From an optimization exercise on the open Yosys and OpenROAD flow, aimed at small area and a short achievable clock period; shortcuts taken in it are not production practice.
Only simulation tests tie the RTL to the original design; equivalence was not proved.
Power figures rest on the tool's default switching activity, not on a simulated workload.

## flow/design.v

```verilog
`default_nettype none
package angle_pkg;
    typedef logic signed [32-1:0] angle_t;
    typedef logic [9-1:0] heading_t;
    localparam int LO_W = 10;
    localparam int Q_W  = 14;
    localparam int M_W  = 6;
    localparam int TURN = 45;
endpackage
`default_nettype wire
`default_nettype none
package imu_pkg;
    typedef logic signed [16-1:0] rate_t;
endpackage
`default_nettype wire
`timescale 1ns/1ps
`default_nettype none
module gyro_integrator (
    input  logic                       clk,
    input  logic                       rst_n,
    input  logic                       valid,
    input  logic                       clear,
    input  logic [15:0]                rate,
    output logic [angle_pkg::LO_W-1:0] lo,
    output logic [angle_pkg::M_W-1:0]  mb,
    output logic                       c,
    output logic                       ovp,
    output logic                       ovn
);
    logic [15:0] r;
    logic [13:0] q;
    logic [15:0] low_n;
    logic        c16;
    logic [7:0]  hi_p1, hi_m1, hi_n;
    logic        c_n, ovp_n, ovn_n;
    logic [7:0]  ps;
    logic [7:0]  a;
    logic [5:0]  mb_n;
    assign r = valid ? rate : 16'd0;
    kadd #(.W(16)) add_low_i (
        .a    ({q[5:0], lo}),
        .b    (r),
        .cin  (1'b0),
        .s    (low_n),
        .cout (c16)
    );
    assign c_n = low_n[10] ^ q[0] ^ r[10];
    kadd #(.W(8)) inc_i (.a(q[13:6]), .b(8'h00), .cin(1'b1), .s(hi_p1), .cout());
    kadd #(.W(8)) dec_i (.a(q[13:6]), .b(8'hff), .cin(1'b0), .s(hi_m1), .cout());
    always_comb begin
        case ({r[15], c16})
            2'b01:   hi_n = hi_p1;
            2'b10:   hi_n = hi_m1;
            default: hi_n = q[13:6];
        endcase
    end
    assign ovp_n = (q[13:6] == 8'h7f) & ~r[15] &  c16;
    assign ovn_n = (q[13:6] == 8'h80) &  r[15] & ~c16;
    assign ps = {{5{ovp}}, ovp | ovn, 1'b0, c} + {{2{r[15]}}, r[15:10]};
    assign a  = {2'b00, mb} + ps;
    fold45 fold_i (.x(a), .m(mb_n));
    always_ff @(posedge clk or negedge rst_n) begin
        if (!rst_n) begin
            lo  <= '0;
            q   <= '0;
            mb  <= '0;
            c   <= 1'b0;
            ovp <= 1'b0;
            ovn <= 1'b0;
        end else if (clear) begin
            lo  <= '0;
            q   <= '0;
            mb  <= '0;
            c   <= 1'b0;
            ovp <= 1'b0;
            ovn <= 1'b0;
        end else begin
            lo  <= low_n[9:0];
            q   <= {hi_n, low_n[15:10]};
            mb  <= mb_n;
            c   <= c_n;
            ovp <= ovp_n;
            ovn <= ovn_n;
        end
    end
endmodule
`default_nettype wire
`timescale 1ns/1ps
`default_nettype none
module fold45 (
    input  logic [7:0] x,
    output logic [5:0] m
);
    logic [7:0] y;
    always_comb begin
        if (x[7])
            y = x + 8'd45;
        else if (x >= 8'd45)
            y = x - 8'd45;
        else
            y = x;
        m = y[5:0];
    end
endmodule
`default_nettype wire
module kadd #(
    parameter int W = 16
) (
    input  logic [W-1:0] a,
    input  logic [W-1:0] b,
    input  logic         cin,
    output logic [W-1:0] s,
    output logic         cout
);
    localparam int L = (W > 16) ? 5 : (W > 8) ? 4 : (W > 4) ? 3 : (W > 2) ? 2 : 1;
    logic [W-1:0] p0;
    logic [W-1:0] gl [0:L];
    logic [W-1:0] pl [0:L];
    assign p0 = a ^ b;
    always_comb begin
        gl[0] = a & b;
        pl[0] = p0;
        gl[0][0] = (a[0] & b[0]) | (p0[0] & cin);
        for (int l = 0; l < L; l++) begin
            for (int i = 0; i < W; i++) begin
                if ((i >> l) & 1) begin
                    gl[l+1][i] = gl[l][i] | (pl[l][i] & gl[l][((i >> l) << l) - 1]);
                    pl[l+1][i] = pl[l][i] & pl[l][((i >> l) << l) - 1];
                end else begin
                    gl[l+1][i] = gl[l][i];
                    pl[l+1][i] = pl[l][i];
                end
            end
        end
    end
    assign s    = p0 ^ {gl[L][W-2:0], cin};
    assign cout = gl[L][W-1];
endmodule
`timescale 1ns/1ps
`default_nettype none
module relative_yaw (
    input  logic [angle_pkg::M_W-1:0]  m_a,
    input  logic [angle_pkg::LO_W-1:0] lo_a,
    input  logic [angle_pkg::M_W-1:0]  m_b,
    input  logic [angle_pkg::LO_W-1:0] lo_b,
    output logic [5:0]                 rel_hi,
    output logic                       sign,
    output logic [angle_pkg::LO_W-1:0] rel_lo
);
    logic              borrow, l9;
    logic signed [6:0] y;
    logic              ge22, ge23, ge24, le22, le23, le24;
    logic              sub45, add45;
    logic [6:0]        k;
    logic [6:0]        r;
    assign {borrow, rel_lo} = {1'b0, lo_a} - {1'b0, lo_b};
    assign l9 = rel_lo[9];
    assign y = {1'b0, m_a} - {1'b0, m_b};
    assign ge22 = y >=  7'sd22;
    assign ge23 = y >=  7'sd23;
    assign ge24 = y >=  7'sd24;
    assign le22 = y <= -7'sd22;
    assign le23 = y <= -7'sd23;
    assign le24 = y <= -7'sd24;
    always_comb begin
        if (borrow) begin
            sub45 = ge24 | (ge23 & l9);
            add45 = le23 | (le22 & ~l9);
        end else begin
            sub45 = ge23 | (ge22 & l9);
            add45 = le24 | (le23 & ~l9);
        end
        case ({sub45, add45, borrow})
            3'b100:  k = 7'h53;    
            3'b101:  k = 7'h52;    
            3'b010:  k = 7'h2d;    
            3'b011:  k = 7'h2c;    
            3'b001:  k = 7'h7f;    
            default: k = 7'h00;
        endcase
    end
    assign r      = y + k;
    assign rel_hi = r[5:0];
    assign sign   = r[6];
endmodule
`default_nettype wire
`timescale 1ns/1ps
`default_nettype none
module yaw_tracker_top (
    input  logic                clk,
    input  logic                rst_n,
    input  logic                sample_valid,
    input  logic                calibrate,
    input  imu_pkg::rate_t      rate_a,
    input  imu_pkg::rate_t      rate_b,
    output angle_pkg::angle_t   yaw_a,
    output angle_pkg::angle_t   yaw_b,
    output angle_pkg::angle_t   rel_yaw,
    output angle_pkg::heading_t heading,
    output logic                out_valid
);
    localparam int LO_W = angle_pkg::LO_W;
    localparam int M_W  = angle_pkg::M_W;
    logic        v0, v1, v2;
    logic        c0;
    logic [15:0] ra0, rb0;
    logic [LO_W-1:0] lo_a, lo_b;
    logic [M_W-1:0]  mb_a, mb_b;
    logic            c_a, ovp_a, ovn_a, c_b, ovp_b, ovn_b;
    logic [M_W-1:0]  m_a, m_b;
    logic [LO_W-1:0] ya_lo_1, yb_lo_1;
    logic [M_W-1:0]  ya_m_1, yb_m_1;
    logic [LO_W-1:0] dl;
    logic [5:0]      rel_hi;
    logic [LO_W-1:0] ya_lo_q, yb_lo_q, rel_lo_q;
    logic [M_W-1:0]  ya_m_q, yb_m_q;
    logic [5:0]      rel_hi_q;
    logic            rel_sgn, rel_sgn_q;
    always_ff @(posedge clk or negedge rst_n) begin
        if (!rst_n) begin
            v0 <= 1'b0;
            v1 <= 1'b0;
            v2 <= 1'b0;
            c0 <= 1'b0;
        end else begin
            v0 <= sample_valid;
            v1 <= v0;
            v2 <= v1;
            c0 <= sample_valid && calibrate;
        end
    end
    always_ff @(posedge clk) begin
        ra0 <= rate_a;
        rb0 <= rate_b;
    end
    gyro_integrator gyro_integrator_a_i (
        .clk   (clk),
        .rst_n (rst_n),
        .valid (v0),
        .clear (c0),
        .rate  (ra0),
        .lo    (lo_a),
        .mb    (mb_a),
        .c     (c_a),
        .ovp   (ovp_a),
        .ovn   (ovn_a)
    );
    gyro_integrator gyro_integrator_b_i (
        .clk   (clk),
        .rst_n (rst_n),
        .valid (v0),
        .clear (c0),
        .rate  (rb0),
        .lo    (lo_b),
        .mb    (mb_b),
        .c     (c_b),
        .ovp   (ovp_b),
        .ovn   (ovn_b)
    );
    logic [7:0] ma_raw, mb_raw;
    assign ma_raw = {2'b00, mb_a} + {{5{ovp_a}}, ovp_a | ovn_a, 1'b0, c_a};
    assign mb_raw = {2'b00, mb_b} + {{5{ovp_b}}, ovp_b | ovn_b, 1'b0, c_b};
    fold45 fold_a_i (.x(ma_raw), .m(m_a));
    fold45 fold_b_i (.x(mb_raw), .m(m_b));
    always_ff @(posedge clk or negedge rst_n) begin
        if (!rst_n) begin
            ya_lo_1  <= '0;
            yb_lo_1  <= '0;
            ya_m_1   <= '0;
            yb_m_1   <= '0;
        end else begin
            ya_lo_1  <= lo_a;
            yb_lo_1  <= lo_b;
            ya_m_1   <= m_a;
            yb_m_1   <= m_b;
        end
    end
    relative_yaw relative_yaw_i (
        .m_a    (ya_m_1),
        .lo_a   (ya_lo_1),
        .m_b    (yb_m_1),
        .lo_b   (yb_lo_1),
        .rel_hi (rel_hi),
        .sign   (rel_sgn),
        .rel_lo (dl)
    );
    always_ff @(posedge clk or negedge rst_n) begin
        if (!rst_n) begin
            ya_lo_q   <= '0;
            yb_lo_q   <= '0;
            ya_m_q    <= '0;
            yb_m_q    <= '0;
            rel_lo_q  <= '0;
            rel_hi_q  <= '0;
            out_valid <= 1'b0;
        end else begin
            ya_lo_q   <= ya_lo_1;
            yb_lo_q   <= yb_lo_1;
            ya_m_q    <= ya_m_1;
            yb_m_q    <= yb_m_1;
            rel_lo_q  <= dl;
            rel_hi_q  <= rel_hi;
            out_valid <= v2;
        end
    end
    assign yaw_a   = {8'd0, ya_m_q, ya_lo_q, 8'd0};
    assign yaw_b   = {8'd0, yb_m_q, yb_lo_q, 8'd0};
    always_ff @(posedge clk or negedge rst_n) begin
        if (!rst_n) begin
            rel_sgn_q <= 1'b0;
        end else begin
            rel_sgn_q <= rel_sgn;
        end
    end
    assign rel_yaw = {{4{rel_sgn_q}}, {5{rel_hi_q[5]}}, rel_hi_q[4:0], rel_lo_q, 8'd0};
    assign heading = {ya_m_q, ya_lo_q[9:7]};
endmodule
`default_nettype wire
```

## flow/flow/run.sh

```bash
#!/bin/bash
set -euo pipefail
MARGIN=$(cat flow/margin.txt)
bash standard.sh ADDER_MAP_FILE= synth > synth.log 2>&1
bash standard.sh SETUP_SLACK_MARGIN=$MARGIN floorplan > floorplan.log 2>&1
bash standard.sh SETUP_SLACK_MARGIN=$MARGIN "BUFFER_PORTS_ARGS=-buffer_cell sky130_fd_sc_hd__buf_1" place > place.log 2>&1
bash standard.sh SETUP_SLACK_MARGIN=$MARGIN cts > cts.log 2>&1
bash standard.sh SETUP_SLACK_MARGIN=$MARGIN route > route.log 2>&1
bash standard.sh SETUP_SLACK_MARGIN=$MARGIN finish > finish.log 2>&1
```

## flow/flow/margin.txt

```
6.8
```

## flow/standard.sh

```bash
#!/bin/bash
# synth_recipe.tcl (not shown) runs the flow's synth.tcl, then flattens the netlist and writes it again
# the make line also repeats each setting of config.mk as NAME=value (left out here)
make -C /OpenROAD-flow-scripts/flow DESIGN_CONFIG=/design/flow/config.mk WORK_HOME=/design/flow/orfs CLKGATE_MAP_FILE= SYNTH_SCRIPT=/design/flow/synth_recipe.tcl "${@:-finish}"
```

## flow/config.mk

```make
export PLATFORM = sky130hd
export DESIGN_NAME = yaw_tracker_top
export DESIGN_NICKNAME = yaw_tracker_top
export VERILOG_FILES = /design/flow/design.v
export SDC_FILE = /design/flow/constraint.sdc
export NUM_CORES = 4
export LEC_CHECK = 0
export ABC_AREA = 1
export CAP_MARGIN = 20
export CORE_MARGIN = 2
export CORE_UTILIZATION = 40
export CTS_BUF_LIST = sky130_fd_sc_hd__clkbuf_8
export SLEW_MARGIN = 20
```

## flow/constraint.sdc

```tcl
create_clock -name core_clock -period 10.0 [get_ports {clk}]
set_input_delay 2.0000 -clock core_clock [delete_from_list [all_inputs] [get_ports {clk}]]
set_output_delay 2.0000 -clock core_clock [all_outputs]
set_load 0.01 [all_outputs]
```

==> impl_metrics.env, run 1 <==
export IMPL_status="finished clean"
export IMPL_hold_viol=0
export IMPL_setup_ws_ns=6.97
export IMPL_grt_pass1_vias=8260
export IMPL_async_flop_share=0.826
export IMPL_firstDrtPassIters=6
export IMPL_wl_mm=22.4
export IMPL_synth_area_leaders="dfrtp_1 36%, nand2_1 14%, inv_1 8.0%, dfxtp_1 6.1%, nor2_1 5.5%"
export IMPL_worst_slew_pin_slew_ns=1.01
export IMPL_ir_drop_mv=0.244
export IMPL_port_buffers=101
export IMPL_grt_pass1_wl_mm=37.8
export IMPL_whs_endpoint="v2$_DFF_PN0_"
export IMPL_initial_utilization=0.406
export IMPL_yosysTopAreaCellShare=0.360
export IMPL_slew_headroom=0.330
export IMPL_wl_per_cell_um=11.7
export IMPL_grt_use_total=0.164
export IMPL_fmax_mhz=330
export IMPL_p_leak_nw=6.18
export IMPL_drc_errors=0
export IMPL_layout_nets=1598
export IMPL_internal_power_mw=1.92
export IMPL_gp_congestion=0.824
export IMPL_slowest_delay_ns=0.40
export IMPL_synthFlopType="dfrtp_1"
export IMPL_clockBufferDepth=2
export IMPL_synth_largest_area_cell="dfrtp_1"
export IMPL_reg2reg_slack_ns=7.18
export IMPL_clk_latency_ns=0.47
export IMPL_grt_max_degree=74
export IMPL_min_from="v1$_DFF_PN0_"
export IMPL_setup_viol=0
export IMPL_grt_antenna_before_repair=0
export IMPL_rsz0062_at_grt="no"
export IMPL_regToRegEndpoint="gyro_integrator_a_i.mb[2]$_DFF_PN0_"
export IMPL_cts_htree_levels=4
export IMPL_die_y_um=166
export IMPL_clock_sinks=184
export IMPL_dp_hpwl_mm=16.8
export IMPL_hold_buffers=0
export IMPL_critPathKind="flop to output pin"
export IMPL_fp_dieArea_um2=27700
export IMPL_synth_cell_types=52
export IMPL_clock_skew_ns=0.0143
export IMPL_avgSynthCellArea_um2=7.17
export IMPL_seqPwrFrac=0.310
export IMPL_overflow=0
export IMPL_rr_startpoint="v0$_DFF_PN0_"
export IMPL_cp_max_fo=5
export IMPL_cp_num_buf_inv=1
export IMPL_slew_violations=0
export IMPL_cts_root_buf="clkbuf_8"
export IMPL_hold_path_class="flop to flop"
export IMPL_reg2reg_depth=20
export IMPL_switching_power_mw=1.89
export IMPL_synth_edf_count=0
export IMPL_clkTransAtPathRegs_ns=0.10
export IMPL_antenna_left=0
export IMPL_fin_setup_tns_ns=0
export IMPL_cts_tree="done"
export IMPL_cp_end_kind="output pin"
export IMPL_whs_path_depth=0
export IMPL_required_ns=8.00
export IMPL_yosysSeqAreaShare=0.421
export IMPL_fin_crit_ns=3.03
export IMPL_pre_cts_ws_ns=6.82
export IMPL_layout_drive_gt1_share=0.0705
export IMPL_switching_share=0.496
export IMPL_timing_final_crit_share=0.303
export IMPL_worstPathCellList="buf_1"
export IMPL_yosys_warnings=10
export IMPL_power_density_nw_per_um2=333
export IMPL_rows=59
export IMPL_clock_power_share=0.136
export IMPL_synth_area_um2=10600
export IMPL_viasPerCell=4.63
export IMPL_fp_dieW_um=166
export IMPL_core_um2=26000
export IMPL_yosys_register_bits=184
export IMPL_comb_power_share=0.555
export IMPL_numCtsBuffers=17
export IMPL_antenna_cells=0
export IMPL_worstPathArrival_ns=1.03
export IMPL_initialDrtViolationCount=529
export IMPL_drv_cap=0
export IMPL_slowest_stage="dfrtp_1"
export IMPL_ios=142
export IMPL_synthCells=1473
export IMPL_crit_family="flip-flops"
export IMPL_vias=8846
export IMPL_start_kind="flop"
export IMPL_syn2layout_area_growth_pct=8.50
power groups by stage:
stage / clock network [mW] / logic, mW / registers (mW)
floorplan: 0 / 1.70 / 1.19
global placement: 0 / 2.07 / 1.20
detailed placement: 0 / 2.11 / 1.20
CTS: 0.538 / 2.12 / 1.18
global route: 0.574 / 2.45 / 1.22
finish: 0.516 / 2.11 / 1.18
routing by layer:
metal / vias to the layer above / track usage / routed length [um]
met1: 4001 / 0.217 / 10700
met3: 15 / 0.0330 / 746
met4: 0 / 0.0371 / 189
li1: 4674 / - / -
met2: 156 / 0.279 / 10800
met5: - / 0 / 0
registers in the layout, summed over array words and instances, names as in the netlist, 6 cells and up:
| signal | flops |
|---|---|
| gyro_integrator_b_i.mb | 6 |
| gyro_integrator_a_i.mb | 6 |
| ra0 | 16 |
| rel_lo_q | 10 |
| rb0 | 16 |
| ya_lo_q | 10 |
| yb_m_1 | 6 |
| yb_lo_1 | 10 |
| yb_m_q | 6 |
| gyro_integrator_a_i.lo | 10 |
| gyro_integrator_b_i.lo | 10 |
| ya_m_q | 6 |
| ya_m_1 | 6 |
| gyro_integrator_a_i.q | 14 |
| gyro_integrator_b_i.q | 14 |
| rel_hi_q | 6 |
| ya_lo_1 | 10 |
| yb_lo_q | 10 |
cells in the final DEF (no fill, tap or decap), drive strengths merged:
cell	synthesis	layout
o311ai	2	2
nand3b	2	2
clkbuf	5	20
nand4	18	18
inv	238	250
dfrtp	152	152
o211ai	3	3
nor4	4	4
o2111ai	4	4
buf	70	104
conb	1	40
a21o	7	7
o21a	1	1
clkinv	3	5
o22ai	1	1
nor3	19	19
xnor2	11	11
a22o	1	1
o21ai	81	81
xor2	36	36
nand2	423	423
o31ai	1	1
a21oi	62	62
nor3b	1	1
nor2	163	163
dfxtp	32	32
o21bai	1	1
a31oi	9	9
or2	9	9
a21boi	3	3
and3	1	1
nand3	109	109
cell families after synthesis:
group / count (synthesis) / share of synthesized area
AOI/OAI and AO/OA: 176 / 0.0946
DFF: 184 / 0.421
and+or+nand+nor: 749 / 0.308
buffers and inverters: 316 / 0.136
other: 1 / 0.000355
xor gates and xnor gates: 47 / 0.0397
through the flow:
step / cells / total power [mW] / instance area, um2 / util / hold WS [ns]
CTS: 1908 / 3.84 / 11400 / 0.439 / 0.363
global placement: 1876 / 3.26 / 11000 / 0.423 / 0.337
floorplan: 1512 / 2.89 / 10700 / - / 0.331
finish: 1910 / 3.81 / 11500 / 0.441 / 0.360
global route: 1910 / 4.24 / 11500 / 0.441 / 0.367
detailed placement: 1876 / 3.31 / 11000 / 0.423 / 0.339
cell type report:
| cell class | instances | area (um2) |
|---|---|---|
| clock buffer | 18 | 248 |
| clock inverter | 14 | 165 |
| fill | 2677 | 14500 |
| inverter | 241 | 905 |
| multi-input combinational | 1012 | 4820 |
| sequential | 184 | 4450 |
| tap | 335 | 419 |
| timing repair buffer | 106 | 450 |
Yosys cell counts (2+ instances only):
cell type and instances:
a21boi_0 2, a21o_1 7, a21oi_1 60, a21oi_4 2
a31oi_1 9, buf_2 5, buf_4 62, buf_6 2
clkbuf_1 5, clkinv_1 3, dfrtp_1 152, dfxtp_1 32
inv_1 225, inv_2 13, nand2_1 404, nand2_2 17
nand2_4 2, nand3_1 95, nand3_2 13, nand3b_1 2
nand4_1 17, nor2_1 154, nor2_2 8, nor3_1 17
nor3_2 2, nor4_1 4, o2111ai_1 4, o211ai_1 2
o21ai_0 68, o21ai_1 11, o21ai_2 2, o311ai_1 2
or2_1 3, or2_2 5, xnor2_1 11, xor2_1 35
worst max-delay path by stage:
stage / from / endpoint / slack, ns / cells after the start
finish: rel_hi_q[5]$_DFF_PN0_ / rel_yaw[26] / 6.97 / 1
global route: v0$_DFF_PN0_ / gyro_integrator_b_i.mb[4]$_DFF_PN0_ / 6.83 / 23
CTS: v0$_DFF_PN0_ / gyro_integrator_a_i.mb[2]$_DFF_PN0_ / 6.87 / 20
detailed placement: rst_n / gyro_integrator_b_i.mb[5]$_DFF_PN0_ / 6.82 / 2
global placement: rst_n / gyro_integrator_b_i.mb[4]$_DFF_PN0_ / 6.83 / 2
floorplan: rel_hi_q[5]$_DFF_PN0_ / rel_yaw[24] / 7.42 / 1
repair_timing:
item | CTS | global route
gates resized for setup | 0 | 6
setup endpoints to repair | 0 | 30
setup buffers | 0 | 1
==> run 2: changes to the inputs <==
==> flow/flow/margin.txt (replaced) <==
7.0
==> impl_metrics.env, run 2 <==
export IMPL_status="finished clean"
export IMPL_crit_family="flip-flops"
export IMPL_grt_pass1_wl_mm=37.8
export IMPL_yosysTopAreaCellShare=0.360
export IMPL_synth_largest_area_cell="dfrtp_1"
export IMPL_firstDrtPassIters=5
export IMPL_busiest_layer="met2"
export IMPL_fmax_mhz=331
export IMPL_cts_htree_levels=4
export IMPL_use_met1=0.217
export IMPL_die_y_um=166
export IMPL_synthFlopType="dfrtp_1"
export IMPL_power_mw=3.86
export IMPL_fin_setup_tns_ns=0
export IMPL_required_ns=8.00
export IMPL_cp_num_buf_inv=1
export IMPL_antenna_left=0
export IMPL_viasPerCell=4.64
export IMPL_pre_cts_ws_ns=6.82
export IMPL_ios=142
export IMPL_slowest_stage="dfrtp_1"
export IMPL_initialDrtViolationCount=497
export IMPL_fin_crit_ns=3.02
export IMPL_antenna_cells=0
export IMPL_wl_per_cell_um=11.9
export IMPL_regToRegEndpoint="gyro_integrator_a_i.mb[2]$_DFF_PN0_"
export IMPL_met3_usage=0.0330
export IMPL_fp_dieW_um=166
export IMPL_min_from="v1$_DFF_PN0_"
export IMPL_synth_edf_count=0
export IMPL_cts_root_buf="clkbuf_8"
export IMPL_grt_max_degree=74
export IMPL_worst_slew_pin_slew_ns=1.03
export IMPL_critPathKind="flop to output pin"
export IMPL_gp_congestion=0.824
export IMPL_grt_pass1_vias=8257
export IMPL_grt_use_total=0.164
export IMPL_worstPathArrival_ns=1.02
export IMPL_clkTransAtPathRegs_ns=0.10
export IMPL_yosys_warnings=10
export IMPL_synth_cell_types=52
export IMPL_cp_max_fo=5
export IMPL_clk_latency_ns=0.47
export IMPL_synth_most_common_cell="nand2_1"
export IMPL_slew_violations=0
export IMPL_reg_largest_list="ra0 x16, rb0 x16"
export IMPL_start_kind="flop"
export IMPL_clock_sinks=184
export IMPL_dp_hpwl_mm=16.8
export IMPL_clockBufferDepth=2
export IMPL_layout_nets=1600
export IMPL_rsz0062_at_grt="yes"
export IMPL_synthCells=1473
export IMPL_whs_endpoint="v2$_DFF_PN0_"
export IMPL_final_cell_mix="397 x nand2_1, 225 x inv_1, 149 x nor2_1, 149 x dfrtp_1, 94 x nand3_1"
export IMPL_fp_dieArea_um2=27700
export IMPL_yosys_register_bits=184
export IMPL_vias=8874
export IMPL_avgSynthCellArea_um2=7.17
export IMPL_power_density_nw_per_um2=332
export IMPL_wl_mm=22.7
export IMPL_cts_tree="done"
export IMPL_p_leak_nw=6.37
export IMPL_rows=59
export IMPL_clock_skew_ns=0.0150
export IMPL_slew_headroom=0.310
export IMPL_grt_antenna_before_repair=0
export IMPL_numCtsBuffers=17
export IMPL_hold_viol=0
export IMPL_setup_viol=0
export IMPL_layout_commonest_cell="nand2_1"
export IMPL_core_um2=26000
export IMPL_layout_drive_gt1_share=0.116
export IMPL_drc_errors=0
export IMPL_slowest_delay_ns=0.41
export IMPL_synthTopCellsByCount="404 x nand2_1, 225 x inv_1, 154 x nor2_1"
export IMPL_reg2reg_slack_ns=7.23
export IMPL_rr_startpoint="v0$_DFF_PN0_"
export IMPL_port_buffers=101
export IMPL_synth_area_leaders="dfrtp_1 36%, nand2_1 14%, inv_1 8.0%, dfxtp_1 6.1%, nor2_1 5.5%"
export IMPL_cp_end_kind="output pin"
export IMPL_ir_drop_mv=0.247
export IMPL_whs_path_depth=0
export IMPL_reg2reg_depth=21
export IMPL_yosysSeqAreaShare=0.421
export IMPL_gr_usage_met2=0.279
export IMPL_setup_ws_ns=6.98
export IMPL_drv_cap=0
export IMPL_synth_area_um2=10600
export IMPL_async_flop_share=0.826
export IMPL_hold_buffers=0
export IMPL_worstPathCellList="buf_2"
export IMPL_hold_path_class="flop to flop"
export IMPL_overflow=0
export IMPL_timing_final_crit_share=0.302
export IMPL_initial_utilization=0.406
export IMPL_syn2layout_area_growth_pct=10.2
==> run 2: area by class of cell <==
type                    count  area (um2)
multi-input cells        1012        4890
repair buffers            108         557
clock buffers              18         248
flip-flops and latches    184        4450
inverters                 241         905
fillers                  2650       14400
clock inverters            14         165
well taps                 335         419
==> run 2: routing by layer <==
| metal | share of wire | vias to the layer above |
|---|---|---|
| met5 | 0 | - |
| met4 | 0.0086 | 0 |
| met3 | 0.037 | 16 |
| met2 | 0.48 | 161 |
| met1 | 0.47 | 4011 |
| li1 | - | 4686 |
==> run 2: logic make-up (layout without fill, tap and decap cells) <==
kind of cell    after synthesis  in the layout  share of synthesized area
simple gates                749            749                      0.308
other cells                   1             40                   0.000355
xor+xnor                     47             47                     0.0397
flops                       184            184                      0.421
compound gates              176            176                     0.0946
buf+inv                     316            381                      0.136
==> run 2: worst max path at each step <==
stage / from / to / slack [ns] / depth (start not counted)
after global routing: rel_hi_q[5]$_DFF_PN0_ / rel_yaw[23] / 6.89 / 1
after CTS: rel_hi_q[5]$_DFF_PN0_ / rel_yaw[26] / 6.93 / 1
after floorplan: rel_hi_q[5]$_DFF_PN0_ / rel_yaw[24] / 7.42 / 1
after global placement: rst_n / gyro_integrator_b_i.mb[4]$_DFF_PN0_ / 6.83 / 2
final: rel_hi_q[5]$_DFF_PN0_ / rel_yaw[26] / 6.98 / 1
after detailed placement: rst_n / gyro_integrator_b_i.mb[5]$_DFF_PN0_ / 6.82 / 2
==> run 2: through the flow <==
stage	util	cells	area (um2)	hold slack, ns
3_3_place_gp	0.423	1876	11000	0.337
4_1_cts	0.439	1908	11400	0.363
6_report	0.448	1912	11600	0.360
2_1_floorplan	-	1512	10700	0.331
3_5_place_dp	0.423	1876	11000	0.339
5_1_grt	0.448	1912	11600	0.367
==> run 2: what timing repair did <==
action / in CTS / in global routing
setup buffers: 0 / 2
gates resized for setup: 7 / 76
gates cloned: 0 / 2
endpoints found under the setup margin: 74 / 105
pin swaps: 0 / 3
==> run 2: power breakdown <==
group,internal [mW],total (mW),switching (mW)
clock network,0.201,0.516,0.315
registers,1.01,1.18,0.169
logic,0.744,2.17,1.42
==> run 3: changes to the inputs <==
==> flow/flow/margin.txt (replaced) <==
6.8
--- a/flow/config.mk
+++ b/flow/config.mk
@@ -8,6 +8,7 @@
 export ABC_AREA = 1
 export CAP_MARGIN = 20
 export CORE_MARGIN = 2
-export CORE_UTILIZATION = 40
+export CORE_UTILIZATION = 75
 export CTS_BUF_LIST = sky130_fd_sc_hd__clkbuf_8
+export PLACE_DENSITY = 0.85
 export SLEW_MARGIN = 20
==> impl_metrics.env, run 3 <==
export IMPL_status="finished clean"
export IMPL_fp_dieW_um=123
export IMPL_post_cts_buffers=0
export IMPL_slowest_delay_ns=0.40
export IMPL_min_from="v2$_DFF_PN0_"
export IMPL_muxShareOfSynthArea=0
export IMPL_avgSynthCellArea_um2=7.17
export IMPL_drc_errors=0
export IMPL_cp_end_kind="output pin"
export IMPL_clkTransAtPathRegs_ns=0.09
export IMPL_synth_xor_xnor_area_share=0.0397
export IMPL_clock_sinks=184
export IMPL_final_cell_mix="404 x nand2_1, 230 x inv_1, 154 x nor2_1"
export IMPL_wl_per_cell_um=12.4
export IMPL_layout_nets=1596
export IMPL_synthAdderAreaFrac=0
export IMPL_vias=9286
export IMPL_worstPathCellList="buf_1"
export IMPL_synth_largest_area_cell="dfrtp_1"
export IMPL_slowest_stage="dfrtp_1"
export IMPL_core_um2=13800
export IMPL_cts_root_buf="clkbuf_8"
export IMPL_reg2reg_depth=19
export IMPL_initial_utilization=0.763
export IMPL_clock_skew_ns=0.0178
export IMPL_dp_hpwl_mm=16.1
export IMPL_die_y_um=123
export IMPL_fill_cells=1008
export IMPL_reg2reg_slack_ns=7.12
export IMPL_synthFlopType="dfrtp_1"
export IMPL_slew_headroom=0.346
export IMPL_required_ns=8.00
export IMPL_drv_cap=0
export IMPL_p_leak_nw=6.15
export IMPL_grt_pass1_vias=8573
export IMPL_hold_path_class="flop to flop"
export IMPL_ir_drop_mv=0.184
export IMPL_ios=142
export IMPL_power_density_nw_per_um2=342
export IMPL_antenna_cells=0
export IMPL_fin_setup_tns_ns=0
export IMPL_layout_commonest_cell="nand2_1"
export IMPL_yosys_warnings=10
export IMPL_fp_dieArea_um2=15000
export IMPL_gp_congestion=0.899
export IMPL_whs_path_depth=0
export IMPL_grt_max_degree=73
export IMPL_critPathKind="flop to output pin"
export IMPL_reg_largest_list="ra0 x16, rb0 x16"
export IMPL_clk_latency_ns=0.48
export IMPL_overflow=0
export IMPL_viasPerCell=5.30
export IMPL_grt_pass1_wl_mm=36.3
export IMPL_syn2layout_area_growth_pct=6.00
export IMPL_yosysSeqAreaShare=0.421
export IMPL_fin_crit_ns=3.04
export IMPL_crit_family="flip-flops"
export IMPL_synth_area_um2=10600
export IMPL_synth_simple_gate_area_share=0.308
export IMPL_hold_viol=0
export IMPL_yosys_register_bits=184
export IMPL_wl_mm=21.7
export IMPL_synth_edf_count=0
export IMPL_rows=43
export IMPL_cp_max_fo=5
export IMPL_fmax_mhz=329
export IMPL_worst_slew_pin_slew_ns=0.979
export IMPL_synth_cell_types=52
export IMPL_timing_final_crit_share=0.304
export IMPL_grt_use_total=0.305
export IMPL_place_area_um2=10800
export IMPL_synthCells=1473
export IMPL_regToRegEndpoint="gyro_integrator_a_i.q[7]$_DFFE_PN0P_"
export IMPL_async_flop_share=0.826
export IMPL_finalInstanceArea_um2=11200
export IMPL_grt_antenna_before_repair=1
export IMPL_start_kind="flop"
export IMPL_synth_area_leaders="dfrtp_1 36%, nand2_1 14%, inv_1 8.0%, dfxtp_1 6.1%, nor2_1 5.5%"
export IMPL_clockBufferDepth=2
export IMPL_rr_startpoint="v0$_DFF_PN0_"
export IMPL_cp_num_buf_inv=1
export IMPL_initialDrtViolationCount=561
export IMPL_whs_endpoint="out_valid$_DFF_PN0_"
export IMPL_firstDrtPassIters=5
export IMPL_setup_viol=0
export IMPL_cts_htree_levels=4
export IMPL_worstPathArrival_ns=1.04
export IMPL_yosysTopAreaCellShare=0.360
export IMPL_layout_drive_gt1_share=0.0655
export IMPL_slew_violations=0
export IMPL_port_buffers=101
export IMPL_synth_most_common_cell="nand2_1"
export IMPL_rsz0062_at_grt="no"
export IMPL_numCtsBuffers=17
export IMPL_synth_top_family_by_area="simple AND/OR/NAND/NOR gates"
export IMPL_synthTopCellsByCount="404 x nand2_1, 225 x inv_1, 154 x nor2_1"
export IMPL_antenna_left=0
export IMPL_cts_tree="done"
export IMPL_synth_compound_area_frac=0.0946
[run 3: what timing repair did]
action / 4_1_cts / 5_1_grt
endpoints found under the hold margin: 0 / 0
hold buffers: 0 / 0
setup endpoints to repair: 0 / 30
resized for setup: 0 / 6
[run 3: where the power goes]
| group | internal (mW) | total, mW | switching (mW) |
|---|---|---|---|
| Sequential | 1.01 | 1.18 | 0.172 |
| Clock | 0.209 | 0.474 | 0.265 |
| Combinational | 0.707 | 2.16 | 1.46 |
| Total | 1.93 | 3.82 | 1.89 |
[run 3: metrics by stage]
stage | utilization | cells | setup slack [ns] | total power [mW] | hold WS, ns
6_report | 0.809 | 1753 | 6.96 | 3.82 | 0.356
5_1_grt | 0.809 | 1753 | 6.83 | 4.21 | 0.361
4_1_cts | 0.808 | 1753 | 6.94 | 3.80 | 0.359
3_5_place_dp | 0.781 | 1721 | 6.90 | 3.32 | 0.346
3_3_place_gp | 0.781 | 1721 | 6.92 | 3.22 | 0.331
2_1_floorplan | - | 1512 | 7.42 | 2.89 | 0.331
[run 3: how the worst max path moves through the flow]
stage	start	to	slack, ns	cells past startpoint
final	rel_hi_q[5]$_DFF_PN0_	rel_yaw[25]	6.96	1
after CTS	rel_hi_q[5]$_DFF_PN0_	rel_yaw[24]	6.94	1
after floorplan	rel_hi_q[5]$_DFF_PN0_	rel_yaw[24]	7.42	1
after global routing	gyro_integrator_b_i.ovp$_DFF_PN0_	gyro_integrator_b_i.mb[1]$_DFF_PN0_	6.83	21
after detailed placement	rst_n	c0$_DFF_PN0_	6.90	2
after global placement	rst_n	c0$_DFF_PN0_	6.92	2
[run 3: cell type report]
type	instances	area, um2	area share
Tap cell	180	225	0.0201
Inverter	241	905	0.0808
Clock buffer	19	262	0.0234
Timing Repair Buffer	104	418	0.0373
Multi-Input combinational cell	1012	4830	0.432
Clock inverter	13	106	0.00950
Sequential cell	184	4440	0.397
[run 3: logic make-up after synthesis]
| logic type | count (synthesis) |
|---|---|
| and+or+nand+nor | 749 |
| buffers and inverters | 316 |
| DFF | 184 |
| AOI/OAI and AO/OA | 176 |
| xor gates and xnor gates | 47 |
| other | 1 |
[run 3: routing by layer]
metal  part of all wire  track usage  vias to the layer above
met3              0.060       0.0599                       59
met2               0.50        0.533                      309
met1               0.42        0.368                     4235
met4              0.026        0.131                        2
li1                   -            -                     4681
met5            0.00069            0                        -
==> run 4: changes to the inputs <==
--- a/flow/config.mk
+++ b/flow/config.mk
@@ -8,7 +8,7 @@
 export ABC_AREA = 1
 export CAP_MARGIN = 20
 export CORE_MARGIN = 2
-export CORE_UTILIZATION = 75
+export CORE_UTILIZATION = 65
 export CTS_BUF_LIST = sky130_fd_sc_hd__clkbuf_8
-export PLACE_DENSITY = 0.85
+export PLACE_DENSITY = 0.75
 export SLEW_MARGIN = 20
==> impl_metrics.env, run 4 <==
export IMPL_cts_tree="done"
export IMPL_grt_use_total=0.248
export IMPL_worstPathArrival_ns=1.02
export IMPL_clock_skew_ns=0.0200
export IMPL_slew_violations=0
export IMPL_synth_most_common_cell="nand2_1"
export IMPL_yosys_warnings=10
export IMPL_gp_congestion=0.880
export IMPL_grt_pass1_vias=7981
export IMPL_required_ns=8.00
export IMPL_synth_area_leaders="dfrtp_1 36%, nand2_1 14%, inv_1 8.0%, dfxtp_1 6.1%, nor2_1 5.5%"
export IMPL_synth_cell_types=52
export IMPL_hold_path_class="flop to flop"
export IMPL_grt_max_degree=65
export IMPL_synthFlopType="dfrtp_1"
export IMPL_synth_area_um2=10600
export IMPL_ios=142
export IMPL_timing_final_crit_share=0.302
export IMPL_drc_errors=0
export IMPL_viasPerCell=5.01
export IMPL_synthTopCellsByCount="404 x nand2_1, 225 x inv_1, 154 x nor2_1"
export IMPL_avgSynthCellArea_um2=7.17
export IMPL_initial_utilization=0.665
export IMPL_synthCells=1473
export IMPL_synth_xor_xnor_area_share=0.0397
export IMPL_die_y_um=131
export IMPL_syn2layout_area_growth_pct=6.71
export IMPL_vias=8976
export IMPL_hold_buffers=0
export IMPL_highest_layer="met4"
export IMPL_final_core_util=0.709
export IMPL_fmax_mhz=331
export IMPL_drv_cap=0
export IMPL_dp_hpwl_mm=15.7
export IMPL_cts_root_buf="clkbuf_8"
export IMPL_hold_viol=0
export IMPL_layout_drive_gt1_share=0.0692
export IMPL_synth_edf_count=0
export IMPL_power_density_nw_per_um2=333
export IMPL_synth_largest_area_cell="dfrtp_1"
export IMPL_cp_max_fo=5
export IMPL_yosysSeqAreaShare=0.421
export IMPL_crit_family="flip-flops"
export IMPL_fill_cells=1404
export IMPL_synth_simple_gate_area_share=0.308
export IMPL_grt_antenna_before_repair=0
export IMPL_setup_viol=0
export IMPL_fp_dieArea_um2=17300
export IMPL_rows=46
export IMPL_wl_met3_um=949
export IMPL_synth_compound_area_frac=0.0946
export IMPL_slew_headroom=0.428
export IMPL_numCtsBuffers=17
export IMPL_fin_crit_ns=3.02
export IMPL_cp_end_kind="output pin"
export IMPL_start_kind="flop"
export IMPL_slowest_stage="dfrtp_1"
export IMPL_antenna_left=0
export IMPL_initialDrtViolationCount=456
export IMPL_clock_sinks=184
export IMPL_synthAdderAreaFrac=0
export IMPL_port_buffers=101
export IMPL_critPathKind="flop to output pin"
export IMPL_async_flop_share=0.826
export IMPL_antenna_cells=0
export IMPL_fin_setup_tns_ns=0
export IMPL_slowest_delay_ns=0.40
export IMPL_p_leak_nw=6.16
export IMPL_wl_mm=21.0
export IMPL_overflow=0
export IMPL_wl_per_cell_um=11.7
export IMPL_firstDrtPassIters=6
export IMPL_final_cell_mix="404 x nand2_1, 228 x inv_1, 153 x nor2_1"
export IMPL_fp_dieW_um=131
export IMPL_ir_drop_mv=0.240
export IMPL_cp_num_buf_inv=1
export IMPL_worstPathCellList="buf_1"
export IMPL_clockBufferDepth=2
export IMPL_clkTransAtPathRegs_ns=0.09
export IMPL_worst_slew_pin_slew_ns=0.857
export IMPL_wl_met2_mm=10.2
export IMPL_layout_commonest_cell="nand2_1"
export IMPL_muxShareOfSynthArea=0
export IMPL_core_um2=15900
export IMPL_cts_htree_levels=4
export IMPL_place_area_um2=10900
export IMPL_reg_largest_list="ra0 x16, rb0 x16"
export IMPL_wl_met1_mm=9.61
export IMPL_clk_latency_ns=0.46
export IMPL_synth_top_family_by_area="simple AND/OR/NAND/NOR gates"
export IMPL_rsz0062_at_grt="no"
export IMPL_fin_hold_ws_ns=0.356
export IMPL_grt_pass1_wl_mm=35.4
export IMPL_finalInstanceArea_um2=11300
export IMPL_status="finished clean"
export IMPL_yosys_register_bits=184
export IMPL_yosysTopAreaCellShare=0.360
export IMPL_layout_nets=1599
run 4: repair_timing:
item | CTS | global route
gates resized for setup | 0 | 6
buffers inserted | 0 | 1
setup endpoints to repair | 0 | 29
run 4: metal layers:
layer / up-vias / global-route usage
li1: 4680 / -
met1: 4080 / 0.336
met2: 205 / 0.423
met3: 11 / 0.0401
met4: 0 / 0.0513
met5: - / 0
run 4: path summary, 6_finish.rpt:
| kind | from | endpoint | slack, ns | cells past startpoint |
|---|---|---|---|---|
| max in group asynchronous | rst_n | gyro_integrator_a_i.mb[1]$_DFF_PN0_ | 7.23 | 2 |
| worst max-delay path | rel_hi_q[5]$_DFF_PN0_ | rel_yaw[26] | 6.98 | 1 |
| worst max register to register | gyro_integrator_b_i.ovp$_DFF_PN0_ | gyro_integrator_b_i.mb[4]$_DFF_PN0_ | 7.19 | 20 |
| worst min-delay path | v2$_DFF_PN0_ | out_valid$_DFF_PN0_ | 0.36 | 0 |
| min in group asynchronous | rst_n | gyro_integrator_b_i.q[12]$_DFFE_PN0P_ | 1.58 | 1 |
| worst min register to register | v2$_DFF_PN0_ | out_valid$_DFF_PN0_ | 0.36 | 0 |
run 4: layout make-up:
class / count / area (um2) / share of cell area
well taps: 216 / 270 / 0.0240
clock buffers: 20 / 275 / 0.0244
repair buffers: 107 / 458 / 0.0407
clock inverters: 12 / 90.1 / 0.00800
flip-flops and latches: 184 / 4450 / 0.395
multi-input cells: 1012 / 4820 / 0.428
inverters: 241 / 905 / 0.0803
run 4: power by group:
part / switching (mW) / internal, mW / leakage (nW)
clock: 0.265 / 0.195 / 0.192
sequential: 0.166 / 1.01 / 2.13
combinational: 1.40 / 0.707 / 3.84
total: 1.83 / 1.92 / 6.16
run 4: per-stage QoR:
step,setup WS [ns],power (mW),cells
global route,6.81,4.16,1792
floorplan,7.42,2.89,1512
CTS,6.95,3.75,1790
global placement,6.69,3.23,1758
detailed placement,6.66,3.29,1758
finish,6.98,3.75,1792
run 4: kinds of logic (layout without fill, tap and decap cells):
logic type	Yosys count	after routing
buffers and inverters	316	380
xor gates and xnor gates	47	47
and+or+nand+nor	749	749
DFF	184	184
other	1	40
AOI/OAI and AO/OA	176	176
run 4: worst register-to-register path, cell delays in order, from the launching register on:
cell and delay, ns:
dfrtp_1 0.56, nor2_2 0.25, xor2_1 0.20, nand2_1 0.14
nand2_2 0.11, xor2_2 0.20, nand2_1 0.09, inv_1 0.10
nor2_1 0.05, nand2_2 0.09, nand3_2 0.10, nand2_1 0.07
nand2_1 0.05, nand2_1 0.13, nand2_2 0.11, nand2_4 0.11
inv_2 0.05, nor2_1 0.13, nand2_1 0.06, nand2_1 0.05
nor2_1 0.04
==> run 5: changes to the inputs <==
--- a/flow/design.v
+++ b/flow/design.v
@@ -145,6 +145,7 @@
     input  logic [angle_pkg::LO_W-1:0] lo_b,
     output logic [5:0]                 rel_hi,
     output logic                       sign,
+    output logic                       sign3,
     output logic [angle_pkg::LO_W-1:0] rel_lo
 );
     logic              borrow, l9;
@@ -181,7 +182,10 @@
     end
     assign r      = y + k;
     assign rel_hi = r[5:0];
+    logic [7:0] r8;
     assign sign   = r[6];
+    assign r8     = {y[6], y} + {k[6], k};
+    assign sign3  = r8[7];
 endmodule
 `default_nettype wire
 `timescale 1ns/1ps
@@ -215,7 +219,7 @@
     logic [LO_W-1:0] ya_lo_q, yb_lo_q, rel_lo_q;
     logic [M_W-1:0]  ya_m_q, yb_m_q;
     logic [5:0]      rel_hi_q;
-    logic            rel_sgn, rel_sgn_q;
+    logic            rel_sgn, rel_sgn_q, rel_sgn3, rel_sgn3_q;
     always_ff @(posedge clk or negedge rst_n) begin
         if (!rst_n) begin
             v0 <= 1'b0;
@@ -282,6 +286,7 @@
         .lo_b   (yb_lo_1),
         .rel_hi (rel_hi),
         .sign   (rel_sgn),
+        .sign3  (rel_sgn3),
         .rel_lo (dl)
     );
     always_ff @(posedge clk or negedge rst_n) begin
@@ -307,12 +312,14 @@
     assign yaw_b   = {8'd0, yb_m_q, yb_lo_q, 8'd0};
     always_ff @(posedge clk or negedge rst_n) begin
         if (!rst_n) begin
-            rel_sgn_q <= 1'b0;
+            rel_sgn_q  <= 1'b0;
+            rel_sgn3_q <= 1'b0;
         end else begin
-            rel_sgn_q <= rel_sgn;
+            rel_sgn_q  <= rel_sgn;
+            rel_sgn3_q <= rel_sgn3;
         end
     end
-    assign rel_yaw = {{4{rel_sgn_q}}, {5{rel_hi_q[5]}}, rel_hi_q[4:0], rel_lo_q, 8'd0};
+    assign rel_yaw = {{3{rel_sgn3_q}}, {3{rel_sgn_q}}, {3{rel_hi_q[5]}}, rel_hi_q[4:0], rel_lo_q, 8'd0};
     assign heading = {ya_m_q, ya_lo_q[9:7]};
 endmodule
 `default_nettype wire
==> impl_metrics.env, run 5 <==
export IMPL_fmax_mhz=335
export IMPL_setup_ws_ns=7.01
export IMPL_overflow=0
export IMPL_internal_power_mw=1.99
export IMPL_finalInstanceArea_um2=11300
export IMPL_antenna_left=0
export IMPL_hold_buffers=0
export IMPL_synthTopCellsByCount="425 x nand2_1, 216 x inv_1, 153 x dfrtp_1"
export IMPL_slowest_delay_ns=0.40
export IMPL_grt_pass1_vias=7724
export IMPL_clock_skew_ns=0.0167
export IMPL_synth_edf_count=0
export IMPL_min_from="v1$_DFF_PN0_"
export IMPL_required_ns=8.00
export IMPL_fp_dieW_um=131
export IMPL_async_flop_share=0.827
export IMPL_cp_num_buf_inv=1
export IMPL_dp_hpwl_mm=15.4
export IMPL_clk_latency_ns=0.47
export IMPL_layout_commonest_cell="nand2_1"
export IMPL_cp_end_kind="output pin"
export IMPL_cts_htree_levels=4
export IMPL_reg2reg_slack_ns=7.12
export IMPL_vias=8989
export IMPL_grt_use_total=0.250
export IMPL_power_density_nw_per_um2=340
export IMPL_p_leak_nw=6.24
export IMPL_rsz0062_at_grt="no"
export IMPL_final_cell_mix="425 x nand2_1, 220 x inv_1, 152 x dfrtp_1"
export IMPL_port_buffers=101
export IMPL_synth_largest_area_cell="dfrtp_1"
export IMPL_dp_cells=1753
export IMPL_drv_cap=0
export IMPL_status="finished clean"
export IMPL_reg2reg_depth=22
export IMPL_worstPathCellList="buf_1"
export IMPL_die_y_um=131
export IMPL_clock_power_share=0.130
export IMPL_cts_root_buf="clkbuf_8"
export IMPL_worst_slew_pin_slew_ns=0.935
export IMPL_cts_tree="done"
export IMPL_yosysTopAreaCellShare=0.366
export IMPL_synth_area_leaders="dfrtp_1 37%, nand2_1 15%, inv_1 7.8%, dfxtp_1 6.1%, nor2_1 5.4%"
export IMPL_slew_violations=0
export IMPL_synthCells=1467
export IMPL_layout_drive_gt1_share=0.0496
export IMPL_worstPathArrival_ns=0.99
export IMPL_power_mw=3.83
export IMPL_critPathKind="flop to output pin"
export IMPL_synth_cell_types=47
export IMPL_cp_depth=1
export IMPL_switching_power_mw=1.84
export IMPL_reg_largest_list="ra0 x16, rb0 x16"
export IMPL_crit_end="rel_yaw[31]"
export IMPL_slew_headroom=0.377
export IMPL_grt_pass1_wl_mm=34.1
export IMPL_regToRegEndpoint="gyro_integrator_b_i.mb[3]$_DFF_PN0_"
export IMPL_ios=142
export IMPL_wl_mm=20.8
export IMPL_firstDrtPassIters=5
export IMPL_layout_nets=1596
export IMPL_rows=46
export IMPL_switching_share=0.481
export IMPL_clockBufferDepth=2
export IMPL_clock_sinks=185
export IMPL_clkTransAtPathRegs_ns=0.09
export IMPL_yosysSeqAreaShare=0.428
export IMPL_cp_max_fo=3
export IMPL_yosys_register_bits=185
export IMPL_initial_utilization=0.660
export IMPL_slowest_stage="dfrtp_1"
export IMPL_hold_viol=0
export IMPL_fin_crit_ns=2.99
export IMPL_numCtsBuffers=17
export IMPL_place_area_um2=10800
export IMPL_timing_final_crit_share=0.299
export IMPL_synth_most_common_cell="nand2_1"
export IMPL_avgSynthCellArea_um2=7.12
export IMPL_instances_no_fill=1789
export IMPL_synth_area_um2=10500
export IMPL_crit_path_start="rel_sgn3_q$_DFF_PN0_"
export IMPL_ir_drop_mv=0.238
export IMPL_start_kind="flop"
export IMPL_fin_setup_tns_ns=0
export IMPL_wl_per_cell_um=11.6
export IMPL_comb_power_share=0.556
export IMPL_syn2layout_area_growth_pct=7.65
export IMPL_antenna_cells=0
export IMPL_fp_dieArea_um2=17100
export IMPL_drc_errors=0
export IMPL_pre_cts_ws_ns=6.12
export IMPL_initialDrtViolationCount=424
export IMPL_rr_startpoint="gyro_integrator_b_i.ovp$_DFF_PN0_"
export IMPL_crit_family="flip-flops"
export IMPL_seqPwrFrac=0.314
export IMPL_core_um2=15800
export IMPL_grt_antenna_before_repair=0
export IMPL_grt_max_degree=78
export IMPL_viasPerCell=5.02
export IMPL_yosys_warnings=10
export IMPL_gp_congestion=0.885
export IMPL_setup_viol=0
export IMPL_synthFlopType="dfrtp_1"
export IMPL_hold_path_class="flop to flop"
## run 5: cell count changes after synthesis, sizes merged, moves of 4 or more
| cell | previous run | this run |
|---|---|---|
| inv | 238 | 222 |
| a31oi | 9 | 5 |
| nor2 | 163 | 153 |
| nand3 | 109 | 114 |
| a21oi | 62 | 69 |
| o21ai | 81 | 76 |
| buf | 70 | 64 |
| xor2 | 36 | 40 |
| clkbuf | 5 | 9 |
| nand2 | 423 | 433 |
## run 5: cell families (layout without fill, tap and decap cells)
kind of cell	Yosys count	count (layout)	share of synthesized area
compound gates	176	176	0.0942
buf+inv	297	364	0.130
xor+xnor	54	54	0.0453
other cells	1	40	0.000359
flops	185	185	0.428
simple gates	754	754	0.303
## run 5: power by group through the flow
stage | logic [mW] | registers, mW | clock network (mW)
2_1_floorplan | 1.69 | 1.21 | 0
3_3_place_gp | 2.03 | 1.21 | 0
3_5_place_dp | 2.09 | 1.22 | 0
4_1_cts | 2.10 | 1.20 | 0.506
5_1_grt | 2.48 | 1.24 | 0.539
6_report | 2.13 | 1.20 | 0.497
## run 5: layer usage
layer | up-vias | share of wire | global-route usage | wire length, um
li1 | 4686 | - | - | -
met2 | 205 | 0.48 | 0.429 | 10000
met4 | 0 | 0.012 | 0.0757 | 257
met1 | 4073 | 0.46 | 0.330 | 9660
met5 | - | 0 | 0 | 0
met3 | 25 | 0.042 | 0.0375 | 881
## run 5: area by class of cell
class | count | area (um2)
Sequential cell | 185 | 4470
Fill cell | 1367 | 4580
Multi-Input combinational cell | 1024 | 4810
Tap cell | 216 | 270
Timing Repair Buffer | 108 | 469
Clock inverter | 15 | 153
Inverter | 224 | 841
Clock buffer | 17 | 234
## run 5: worst min-delay path by stage
stage / end / cells after the start
2_1_floorplan: out_valid$_DFF_PN0_ / 0
3_3_place_gp: out_valid$_DFF_PN0_ / 0
3_5_place_dp: v2$_DFF_PN0_ / 0
4_1_cts: v2$_DFF_PN0_ / 0
5_1_grt: v2$_DFF_PN0_ / 0
6_report: v2$_DFF_PN0_ / 0
## run 5: timing repair
action	in CTS	in global routing
setup buffers	0	3
gates cloned	0	1
endpoints found under the setup margin	85	35
resized for setup	2	13
pin swaps	0	1
## run 5: stage by stage
stage               hold slack (ns)  utilization
floorplan                     0.331            -
global placement              0.333        0.680
detailed placement            0.335        0.680
CTS                           0.347        0.705
global route                  0.355        0.711
finish                        0.342        0.711
==> run 6: changes to the inputs <==
--- a/flow/config.mk
+++ b/flow/config.mk
@@ -9,6 +9,7 @@
 export CAP_MARGIN = 20
 export CORE_MARGIN = 2
 export CORE_UTILIZATION = 65
-export CTS_BUF_LIST = sky130_fd_sc_hd__clkbuf_8
+export CTS_BUF_LIST = sky130_fd_sc_hd__clkbuf_4 sky130_fd_sc_hd__clkbuf_8
+export CTS_CLUSTER_DIAMETER = 60
 export PLACE_DENSITY = 0.75
 export SLEW_MARGIN = 20
==> impl_metrics.env, run 6 <==
export IMPL_hold_viol=0
export IMPL_slowest_delay_ns=0.40
export IMPL_yosys_warnings=10
export IMPL_status="finished clean"
export IMPL_fill_cells=1364
export IMPL_required_ns=8.00
export IMPL_synth_area_leaders="dfrtp_1 37%, nand2_1 15%, inv_1 7.8%, dfxtp_1 6.1%, nor2_1 5.4%"
export IMPL_synthTopCellsByCount="425 x nand2_1, 216 x inv_1, 153 x dfrtp_1"
export IMPL_ios=142
export IMPL_power_density_nw_per_um2=341
export IMPL_cts_root_buf="clkbuf_8"
export IMPL_synth_most_common_cell="nand2_1"
export IMPL_hold_path_class="flop to flop"
export IMPL_slew_violations=0
export IMPL_syn2layout_area_growth_pct=7.79
export IMPL_layout_drive_gt1_share=0.0521
export IMPL_dp_hpwl_mm=15.4
export IMPL_drc_errors=0
export IMPL_reg_largest_list="ra0 x16, rb0 x16"
export IMPL_synth_compound_area_frac=0.0942
export IMPL_p_leak_nw=6.24
export IMPL_overflow=0
export IMPL_layout_nets=1596
export IMPL_critPathKind="flop to output pin"
export IMPL_cp_num_buf_inv=1
export IMPL_timing_final_crit_share=0.299
export IMPL_synth_simple_gate_area_share=0.303
export IMPL_vias=8975
export IMPL_clock_skew_ns=0.0177
export IMPL_clockBufferDepth=2
export IMPL_fin_setup_tns_ns=0
export IMPL_yosys_register_bits=185
export IMPL_crit_family="flip-flops"
export IMPL_avgSynthCellArea_um2=7.12
export IMPL_synth_top_family_by_area="simple AND/OR/NAND/NOR gates"
export IMPL_grt_pass1_wl_mm=34.0
export IMPL_drv_cap=0
export IMPL_fin_hold_ws_ns=0.342
export IMPL_worst_slew_pin_slew_ns=0.933
export IMPL_layout_commonest_cell="nand2_1"
export IMPL_clk_latency_ns=0.47
export IMPL_synth_largest_area_cell="dfrtp_1"
export IMPL_fp_dieArea_um2=17100
export IMPL_multi_input_area_um2=4810
export IMPL_grt_pass1_vias=7703
export IMPL_final_cell_mix="425 x nand2_1, 216 x inv_1, 152 x dfrtp_1"
export IMPL_synth_cell_types=47
export IMPL_initial_utilization=0.660
export IMPL_fmax_mhz=335
export IMPL_clock_sinks=185
export IMPL_ir_drop_mv=0.237
export IMPL_grt_use_total=0.249
export IMPL_cts_tree="done"
export IMPL_clkTransAtPathRegs_ns=0.10
export IMPL_setup_ws_ns=7.01
export IMPL_port_buffers=101
export IMPL_firstDrtPassIters=5
export IMPL_cp_end_kind="output pin"
export IMPL_antenna_cells=0
export IMPL_initialDrtViolationCount=410
export IMPL_async_flop_share=0.827
export IMPL_wl_per_cell_um=11.6
export IMPL_numCtsBuffers=17
export IMPL_cts_htree_levels=4
export IMPL_grt_max_degree=78
export IMPL_core_um2=15800
export IMPL_synth_xor_xnor_area_share=0.0453
export IMPL_synthFlopType="dfrtp_1"
export IMPL_pre_cts_ws_ns=6.12
export IMPL_worstPathCellList="buf_1"
export IMPL_worstPathArrival_ns=0.99
export IMPL_viasPerCell=5.02
export IMPL_rsz0062_at_grt="no"
export IMPL_synthCells=1467
export IMPL_yosysSeqAreaShare=0.428
export IMPL_muxShareOfSynthArea=0
export IMPL_grt_antenna_before_repair=0
export IMPL_gp_congestion=0.885
export IMPL_fp_dieW_um=131
export IMPL_setup_viol=0
export IMPL_cp_max_fo=3
export IMPL_wl_mm=20.7
export IMPL_slowest_stage="dfrtp_1"
export IMPL_ff_latch_area_um2=4470
export IMPL_place_area_um2=10800
export IMPL_yosysTopAreaCellShare=0.366
export IMPL_start_kind="flop"
export IMPL_synth_area_um2=10500
export IMPL_die_y_um=131
export IMPL_synthAdderAreaFrac=0
export IMPL_fin_crit_ns=2.99
export IMPL_rows=46
export IMPL_antenna_left=0
export IMPL_reg2reg_slack_ns=7.12
export IMPL_slew_headroom=0.378
export IMPL_synth_edf_count=0
export IMPL_finalInstanceArea_um2=11300
[run 6: cell types whose count changed in the layout (fill, tap and decap cells not counted)]
cell      delta
clkbuf_4     +4
inv_1        -4
[run 6: final cells by class]
class	instances	share of cell area
clock buffer	21	0.0234
clock inverter	11	0.0122
inverter	224	0.0746
multi-input combinational	1024	0.427
sequential	185	0.397
tap	216	0.0240
timing repair buffer	108	0.0416
[run 6: final timing paths]
kind | start | end | cells after the start
min reg2reg | v1$_DFF_PN0_ | v2$_DFF_PN0_ | 0
max reg2reg | gyro_integrator_b_i.ovp$_DFF_PN0_ | gyro_integrator_b_i.mb[3]$_DFF_PN0_ | 22
min in group asynchronous | rst_n | rel_lo_q[3]$_DFF_PN0_ | 1
min | v1$_DFF_PN0_ | v2$_DFF_PN0_ | 0
max | rel_sgn3_q$_DFF_PN0_ | rel_yaw[31] | 1
max in group asynchronous | rst_n | v0$_DFF_PN0_ | 2
[run 6: what timing repair did]
item	4_1_cts	5_1_grt
pin swaps	0	1
resized for setup	2	13
endpoints found under the setup margin	85	35
hold endpoints to repair	0	0
buffers inserted	0	3
hold buffers	0	0
gates cloned	0	1
[run 6: kinds of logic (layout without fill, tap and decap cells)]
| kind of cell | count (synthesis) | count (layout) |
|---|---|---|
| AOI/OAI and AO/OA | 176 | 176 |
| and+or+nand+nor | 754 | 754 |
| xor gates and xnor gates | 54 | 54 |
| buffers and inverters | 297 | 364 |
| other | 1 | 40 |
| DFF | 185 | 185 |
[run 6: stage by stage]
stage           util  instances  total power, mW
2_1_floorplan      -       1506             2.91
3_3_place_gp   0.680       1753             3.25
3_5_place_dp   0.680       1753             3.31
4_1_cts        0.705       1785             3.82
5_1_grt        0.712       1789             4.28
6_report       0.712       1789             3.84
[run 6: where the power goes]
part	leakage, nW	switching (mW)	internal [mW]
Clock	0.212	0.271	0.240
Sequential	2.14	0.175	1.03
Combinational	3.88	1.39	0.736
Total	6.24	1.84	2.00
[run 6: layer usage]
| metal | global-route usage | part of all wire | up-vias |
|---|---|---|---|
| li1 | - | - | 4687 |
| met1 | 0.331 | 0.46 | 4053 |
| met2 | 0.430 | 0.48 | 214 |
| met3 | 0.0354 | 0.045 | 21 |
| met4 | 0.0707 | 0.011 | 0 |
| met5 | 0 | 0 | - |
==> run 7: changes to the inputs <==
==> flow/flow/run.sh (replaced) <==
#!/bin/bash
set -euo pipefail
MARGIN=$(cat flow/margin.txt)
bash standard.sh ADDER_MAP_FILE= synth > synth.log 2>&1
bash standard.sh SETUP_SLACK_MARGIN=$MARGIN floorplan > floorplan.log 2>&1
bash standard.sh SETUP_SLACK_MARGIN=$MARGIN "BUFFER_PORTS_ARGS=-buffer_cell sky130_fd_sc_hd__buf_1" place > place.log 2>&1
bash standard.sh SETUP_SLACK_MARGIN=$MARGIN "CTS_ARGS=$(cat flow/cts_args.txt)" cts > cts.log 2>&1
bash standard.sh SETUP_SLACK_MARGIN=$MARGIN route > route.log 2>&1
bash standard.sh SETUP_SLACK_MARGIN=$MARGIN finish > finish.log 2>&1
==> flow/flow/cts_args.txt (new file) <==
-sink_clustering_enable -repair_clock_nets -buf_list sky130_fd_sc_hd__clkbuf_8 -dont_use_dummy_load
--- a/flow/config.mk
+++ b/flow/config.mk
@@ -9,7 +9,6 @@
 export CAP_MARGIN = 20
 export CORE_MARGIN = 2
 export CORE_UTILIZATION = 65
-export CTS_BUF_LIST = sky130_fd_sc_hd__clkbuf_4 sky130_fd_sc_hd__clkbuf_8
-export CTS_CLUSTER_DIAMETER = 60
+export CTS_BUF_LIST = sky130_fd_sc_hd__clkbuf_8
 export PLACE_DENSITY = 0.75
 export SLEW_MARGIN = 20
==> impl_metrics.env, run 7 <==
export IMPL_hold_path_class="flop to flop"
export IMPL_p_leak_nw=6.15
export IMPL_port_buffers=101
export IMPL_synth_area_leaders="dfrtp_1 37%, nand2_1 15%, inv_1 7.8%, dfxtp_1 6.1%, nor2_1 5.4%"
export IMPL_synth_xor_xnor_area_share=0.0453
export IMPL_worstPathArrival_ns=0.99
export IMPL_critPathKind="flop to output pin"
export IMPL_cp_max_fo=1
export IMPL_avgSynthCellArea_um2=7.12
export IMPL_synth_simple_gate_area_share=0.303
export IMPL_vias=8912
export IMPL_crit_family="flip-flops"
export IMPL_antenna_cells=0
export IMPL_switching_power_mw=1.80
export IMPL_yosysTopAreaCellShare=0.366
export IMPL_wl_mm=20.7
export IMPL_synth_most_common_cell="nand2_1"
export IMPL_synth_area_um2=10500
export IMPL_firstDrtPassIters=7
export IMPL_ir_drop_mv=0.238
export IMPL_antenna_left=0
export IMPL_synthFlopType="dfrtp_1"
export IMPL_fin_setup_tns_ns=0
export IMPL_cp_end_kind="output pin"
export IMPL_synthAdderAreaFrac=0
export IMPL_worst_slew_pin_slew_ns=0.933
export IMPL_worstPathCellList="buf_1"
export IMPL_internal_power_mw=1.92
export IMPL_hold_viol=0
export IMPL_layout_drive_gt1_share=0.0436
export IMPL_setup_viol=0
export IMPL_seqPwrFrac=0.324
export IMPL_initialDrtViolationCount=436
export IMPL_clkTransAtPathRegs_ns=0.09
export IMPL_synth_largest_area_cell="dfrtp_1"
export IMPL_clock_power_share=0.100
export IMPL_cts_root_buf="clkbuf_8"
export IMPL_switching_share=0.483
export IMPL_synth_top_family_by_area="simple AND/OR/NAND/NOR gates"
export IMPL_synth_edf_count=0
export IMPL_overflow=0
export IMPL_grt_pass1_vias=7651
export IMPL_dp_hpwl_mm=15.4
export IMPL_cp_num_buf_inv=1
export IMPL_slowest_delay_ns=0.39
export IMPL_clk_latency_ns=0.47
export IMPL_final_cell_mix="425 x nand2_1, 216 x inv_1, 152 x dfrtp_1"
export IMPL_cts_tree="done"
export IMPL_fmax_mhz=334
export IMPL_die_y_um=131
export IMPL_wl_per_cell_um=11.7
export IMPL_grt_max_degree=78
export IMPL_slew_headroom=0.378
export IMPL_hold_buffers=0
export IMPL_rsz0062_at_grt="no"
export IMPL_layout_commonest_cell="nand2_1"
export IMPL_finalInstanceArea_um2=11100
export IMPL_drv_cap=0
export IMPL_cts_htree_levels=4
export IMPL_rows=46
export IMPL_syn2layout_area_growth_pct=6.41
export IMPL_synth_cell_types=47
export IMPL_initial_utilization=0.660
export IMPL_numCtsBuffers=17
export IMPL_gp_congestion=0.885
export IMPL_yosys_warnings=10
export IMPL_muxShareOfSynthArea=0
export IMPL_fill_cells=1390
export IMPL_status="finished clean"
export IMPL_grt_pass1_wl_mm=34.0
export IMPL_clock_skew_ns=0.0339
export IMPL_slew_violations=0
export IMPL_viasPerCell=5.02
export IMPL_fin_hold_ws_ns=0.326
export IMPL_start_kind="flop"
export IMPL_power_mw=3.72
export IMPL_place_area_um2=10800
export IMPL_yosysSeqAreaShare=0.428
export IMPL_fp_dieArea_um2=17100
export IMPL_power_density_nw_per_um2=335
export IMPL_timing_final_crit_share=0.299
export IMPL_grt_use_total=0.250
export IMPL_synthCells=1467
export IMPL_reg_largest_list="ra0 x16, rb0 x16"
export IMPL_grt_antenna_before_repair=0
export IMPL_yosys_register_bits=185
export IMPL_comb_power_share=0.576
export IMPL_layout_nets=1597
export IMPL_drc_errors=0
export IMPL_fin_crit_ns=2.99
export IMPL_ios=142
export IMPL_synthTopCellsByCount="425 x nand2_1, 216 x inv_1, 153 x dfrtp_1"
export IMPL_clock_sinks=185
export IMPL_fp_dieW_um=131
export IMPL_required_ns=8.00
export IMPL_clockBufferDepth=2
export IMPL_synth_compound_area_frac=0.0942
export IMPL_core_um2=15800
export IMPL_async_flop_share=0.827
export IMPL_slowest_stage="dfrtp_1"
## run 7: cell counts after synthesis
Identical to the previous run, type by type.
## run 7: worst reg2reg max path, delay by kind of cell, from the launching register on
| family | cells | cell delay [ns] |
|---|---|---|
| AO/OA/AOI/OAI | 1 | 0.25 |
| buffers and inverters | 2 | 0.11 |
| flip-flops | 1 | 0.57 |
| AND/OR/NAND/NOR | 19 | 1.83 |
## run 7: repair_timing
item                       4_1_cts  5_1_grt
pin swaps                        0        1
setup buffers                    0        4
setup endpoints to repair       85       34
gates resized for setup          2       16
cloned                           0        1
## run 7: layout make-up
type                       instances  area, um2  share of cell area
clock buffer                      17        234              0.0210
inverter                         224        841              0.0756
multi-input combinational       1024       4830               0.434
sequential                       185       4470               0.402
tap                              216        270              0.0243
timing repair buffer             109        477              0.0429
## run 7: cells by family (layout without fill, tap and decap cells)
logic type                Yosys count  in the layout
DFF                               185            185
other                               1             40
AOI/OAI and AO/OA                 176            176
and+or+nand+nor                   754            754
buffers and inverters             297            350
xor gates and xnor gates           54             54
## run 7: power by group through the flow
stage / combinational, mW / sequential (mW) / clock [mW]
2_1_floorplan: 1.69 / 1.21 / 0
3_3_place_gp: 2.03 / 1.21 / 0
3_5_place_dp: 2.09 / 1.22 / 0
4_1_cts: 2.10 / 1.20 / 0.382
5_1_grt: 2.50 / 1.25 / 0.413
6_report: 2.15 / 1.20 / 0.372
## run 7: metrics by stage
stage | std cells | setup WS, ns | utilization
floorplan | 1506 | 7.45 | -
detailed placement | 1753 | 6.12 | 0.680
global placement | 1753 | 6.12 | 0.680
CTS | 1770 | 6.74 | 0.695
global route | 1775 | 6.80 | 0.703
finish | 1775 | 7.01 | 0.703
## run 7: final timing paths
path                                              startpoint                             endpoint  slack [ns]  cells past startpoint
max                                     yb_lo_q[0]$_DFF_PN0_                             yaw_b[8]        7.01                      1
min                                             v1$_DFF_PN0_                         v2$_DFF_PN0_        0.33                      0
max reg2reg                gyro_integrator_b_i.ovp$_DFF_PN0_  gyro_integrator_b_i.mb[3]$_DFF_PN0_        7.11                     22
min reg2reg                                     v1$_DFF_PN0_                         v2$_DFF_PN0_        0.33                      0
max in group asynchronous                              rst_n  gyro_integrator_b_i.mb[4]$_DFF_PN0_        7.10                      2
min in group asynchronous                              rst_n                rel_lo_q[3]$_DFF_PN0_        1.66                      1
## run 7: layer usage
| layer | vias up | part of all wire | global-route usage |
|---|---|---|---|
| li1 | 4671 | - | - |
| met1 | 4035 | 0.47 | 0.332 |
| met4 | 0 | 0.015 | 0.0763 |
| met3 | 28 | 0.035 | 0.0387 |
| met5 | - | 0 | 0 |
| met2 | 178 | 0.48 | 0.424 |

-- port drivers added, routing unchanged --
Ports are ideal in the flow. The routed layouts listed here were re-timed in OpenROAD. Step 1 assumes that a clkbuf_16 drives the clock port and a buf_2 every other input. Step 2 times the ports against the registers' clock, not the clock port: input delays grow and output delays shrink by t, the midpoint of the rising clock arrivals with the driver on. Slacks: ideal / step 1 / step 2; pairs: ideal / step 1.
run | shift t [ns] | setup WS [ns] | worst setup path after step 2 | slew at the worst register clock pin (ns) | pins driven straight from the clock port
run 1 | 0.503 | 6.967 / 6.927 / 6.867 | input, reset recovery | 0.11 / 0.11 | 1
run 2 | 0.504 | 6.979 / 6.938 / 6.811 | input, reset recovery | 0.11 / 0.11 | 1
run 3 | 0.514 | 6.956 / 6.916 / 6.973 | input, reset recovery | 0.10 / 0.10 | 1
run 4 | 0.491 | 6.982 / 6.942 / 6.754 | input, reset recovery | 0.10 / 0.10 | 1
run 5 | 0.502 | 7.011 / 6.971 / 6.626 | input, reset recovery | 0.10 / 0.10 | 1
run 6 | 0.499 | 7.013 / 6.972 / 6.621 | input, reset recovery | 0.10 / 0.10 | 1
run 7 | 0.495 | 7.008 / 6.967 / 6.615 | input, reset recovery | 0.10 / 0.10 | 1
After both steps setup and hold are still met in every run listed. For run 7, which loses most, drivers alone change the setup slack by -0.041 ns; drivers and shift together by -0.393 ns. The worst setup slack also covers recovery checks on asynchronous resets.
